From an optimization exercise on the open Yosys and OpenROAD flow, aimed at small area, a short achievable clock period and few clock cycles per item; shortcuts taken in it are not production practice. Power figures rest on the tool's default switching activity, not on a simulated workload.

Setup of before:
Design carry_select_adder, start of the top module:
module carry_select_adder #(
    parameter int WIDTH = 64
) (
    input  logic             clk,
    input  logic             arst_n,
    input  logic             in_valid,
    input  logic             cin,
    input  logic [WIDTH-1:0] a,
    input  logic [WIDTH-1:0] b,
    output logic             out_valid,
    output logic             cout,
    output logic [WIDTH-1:0] sum
);
For scale: ~660 cells after synthesis, ~66 flip-flops, about 0.0056 mm² of cells after synthesis.
export LEC_CHECK = 0
export CAP_MARGIN = 20
export CORE_MARGIN = 2
export CORE_UTILIZATION = 40
export SLEW_MARGIN = 20
create_clock -name core_clock -period 3.5 [get_ports {clk}]
standard.sh (not shown) runs the stock make flow with config.mk's settings and CLKGATE_MAP_FILE= SYNTH_SCRIPT=/design/flow/synth_recipe.tcl, a recipe that flattens the netlist after the stock synthesis.
==> flow/flow/run.sh <==
#!/bin/bash
# Standard layout, but the port buffers are plain buf cells instead of the
# delay buffer buffer_ports picks by itself.
set -euo pipefail
cd "$(dirname "$0")/.."
export BUFFER_PORTS_ARGS="-buffer_cell ${PORT_BUF:-sky130_fd_sc_hd__buf_2}"
bash standard.sh > standard_flow.log 2>&1
What after does differently from before at the input level:
diff --git a/flow/flow/run.sh b/flow/flow/run.sh
--- a/flow/flow/run.sh
+++ b/flow/flow/run.sh
@@ -5,3 +5,4 @@
 cd "$(dirname "$0")/.."
 export BUFFER_PORTS_ARGS="-buffer_cell ${PORT_BUF:-sky130_fd_sc_hd__buf_2}"
+export ADDER_MAP_FILE=
 bash standard.sh > standard_flow.log 2>&1
## What came out
The higher via count of after and before is in after.
Internal power summed over all cells is lower on before
The final report for after shows a completed flow and a layout that fails verification, specifically negative setup slack.
Re count of input and output buffers: no difference whatsoever between after and before.
No run of this note included a check of the RTL's function; only the layout flow was run.

run 1:
carry_select_adder, a different RTL version from the one above (not shown whole).
Size in the first run: about 66 flip-flops, ~200 I/O pins, roughly 4100 sq um of cells after synthesis.
==> flow/config.mk <==
export PLATFORM = sky130hd
export DESIGN_NAME = carry_select_adder
export DESIGN_NICKNAME = carry_select_adder
export VERILOG_FILES = /design/flow/design.v
export SDC_FILE = /design/flow/constraint.sdc
export NUM_CORES = 4
export LEC_CHECK = 0
export CAP_MARGIN = 20
export CORE_MARGIN = 2
export CORE_UTILIZATION = 40
export SLEW_MARGIN = 20
==> flow/constraint.sdc <==
create_clock -name core_clock -period 3.5 [get_ports {clk}]
set_input_delay 0.7000 -clock core_clock [delete_from_list [all_inputs] [get_ports {clk}]]
set_output_delay 0.7000 -clock core_clock [all_outputs]
set_load 0.01 [all_outputs]
==> flow/flow/run.sh <==
#!/bin/bash
# Standard layout, but the port buffers are plain buf cells instead of the
# delay buffer buffer_ports picks by itself.
set -euo pipefail
cd "$(dirname "$0")/.."
export BUFFER_PORTS_ARGS="-buffer_cell ${PORT_BUF:-sky130_fd_sc_hd__buf_2}"
bash standard.sh > standard_flow.log 2>&1
Input changes introduced in run 2 (baseline for comparison: run 1):
Settings: an added ABC_AREA of 1.
-- flow/flow/run.sh --
<<< run 1, line 6
export BUFFER_PORTS_ARGS="-buffer_cell ${PORT_BUF:-sky130_fd_sc_hd__buf_2}"
bash standard.sh > standard_flow.log 2>&1
>>> run 2, line 6
export BUFFER_PORTS_ARGS="-buffer_cell ${PORT_BUF:-sky130_fd_sc_hd__buf_2}"
export ADDER_MAP_FILE=
bash standard.sh > standard_flow.log 2>&1
Findings:
In the flow results for run 1 and run 2, the depth of the critical timing path with buffers and inverters included is larger on run 2.
The share of cell area taken by flip-flops and latches of run 2 exceeds that of run 1 by 1.5 points.
Re number of non-clock buffers: run 1 and run 2 aren't equal, and the lower value belongs to run 2.
On number of clock buffers in the layout, the higher figure sits with run 2, not run 1.
In the metrics for run 1 and run 2, the one carrying the higher relative slew slack is run 2.
Layout filler cell count, run 1 and run 2, lower one = run 1.
Going from run 1 to run 2, the internal power contribution was found to have gone up by about 0.64%.
Looking at multi-input gate share of the layout cell area across run 1 and run 2, the one that comes out lower is run 2.
Diff run 1 -> run 2 | via count | up by more than 10%
Sort run 1 and run 2 by final cycle utilization of the critical path, ascending, and run 2 comes first.
Worst slack on hold paths: run 2 < run 1
[inputs] run 3 vs run 2
Settings: ABC_AREA no longer set, was 1.
Findings:
Complete run, failing final checks: run 3, reason setup timing. Per the comparison of run 3 with run 2, critical path depth now smaller, power has increased, global-route met3 utilization saw a decrease, buffer count excluding the clock tree in the final layout went up, total via count after detailed routing went up 4.5%. Comparing the two runs side by side, run 3 comes out behind run 2 on wire length of the first global-routing pass. Going from run 2 to run 3, proportion of power drawn by combinational gates has increased; detailed-route wire length moved up. In run 3 the total length of routed met3 wires turned out about 12% lower than in run 2. When run 3 is measured against run 2, its global routing usage summed across all routing layers turns out 2.5 points higher. Between run 2 and run 3, the difference in effective utilization at floorplan is negligible.
No functional check of the RTL was part of any run of this note.

==> static timing again, ports no longer ideal <==
How much do the figures lean on ideal ports? The routed layouts below were timed once more, with nothing changed but the port constraints. Step 1, drivers: a clkbuf_16 drives clk and a buf_2 each remaining input, both assumed. Step 2 also shifts input and output timing later by t, the mid clock arrival at the registers, as if the neighbouring blocks saw the same clock. Three values: no drivers, after step 1, after step 2; two values: the first two.
run | t (ns) | slack for setup (ns) | latest minus earliest clock arrival (ns) | worst slew at a driven data input, ns
before | 0.373 | 0.248 / 0.270 / -0.103 | 0.008 / 0.008 | 0.06
after | 0.381 | -0.119 / -0.108 / -0.489 | 0.009 / 0.009 | 0.07
run 1 | 0.368 | 0.067 / 0.069 / -0.300 | 0.010 / 0.009 | 0.05
run 2 | 0.371 | 1.122 / 1.136 / 0.765 | 0.012 / 0.012 | 0.05
run 3 | 0.373 | -0.197 / -0.196 / -0.569 | 0.011 / 0.011 | 0.06
Met with ideal ports but missed after step 2: setup timing in before and run 1. For run 3, which loses most, drivers alone change the setup slack by +0.001 ns; drivers and shift together by -0.372 ns.
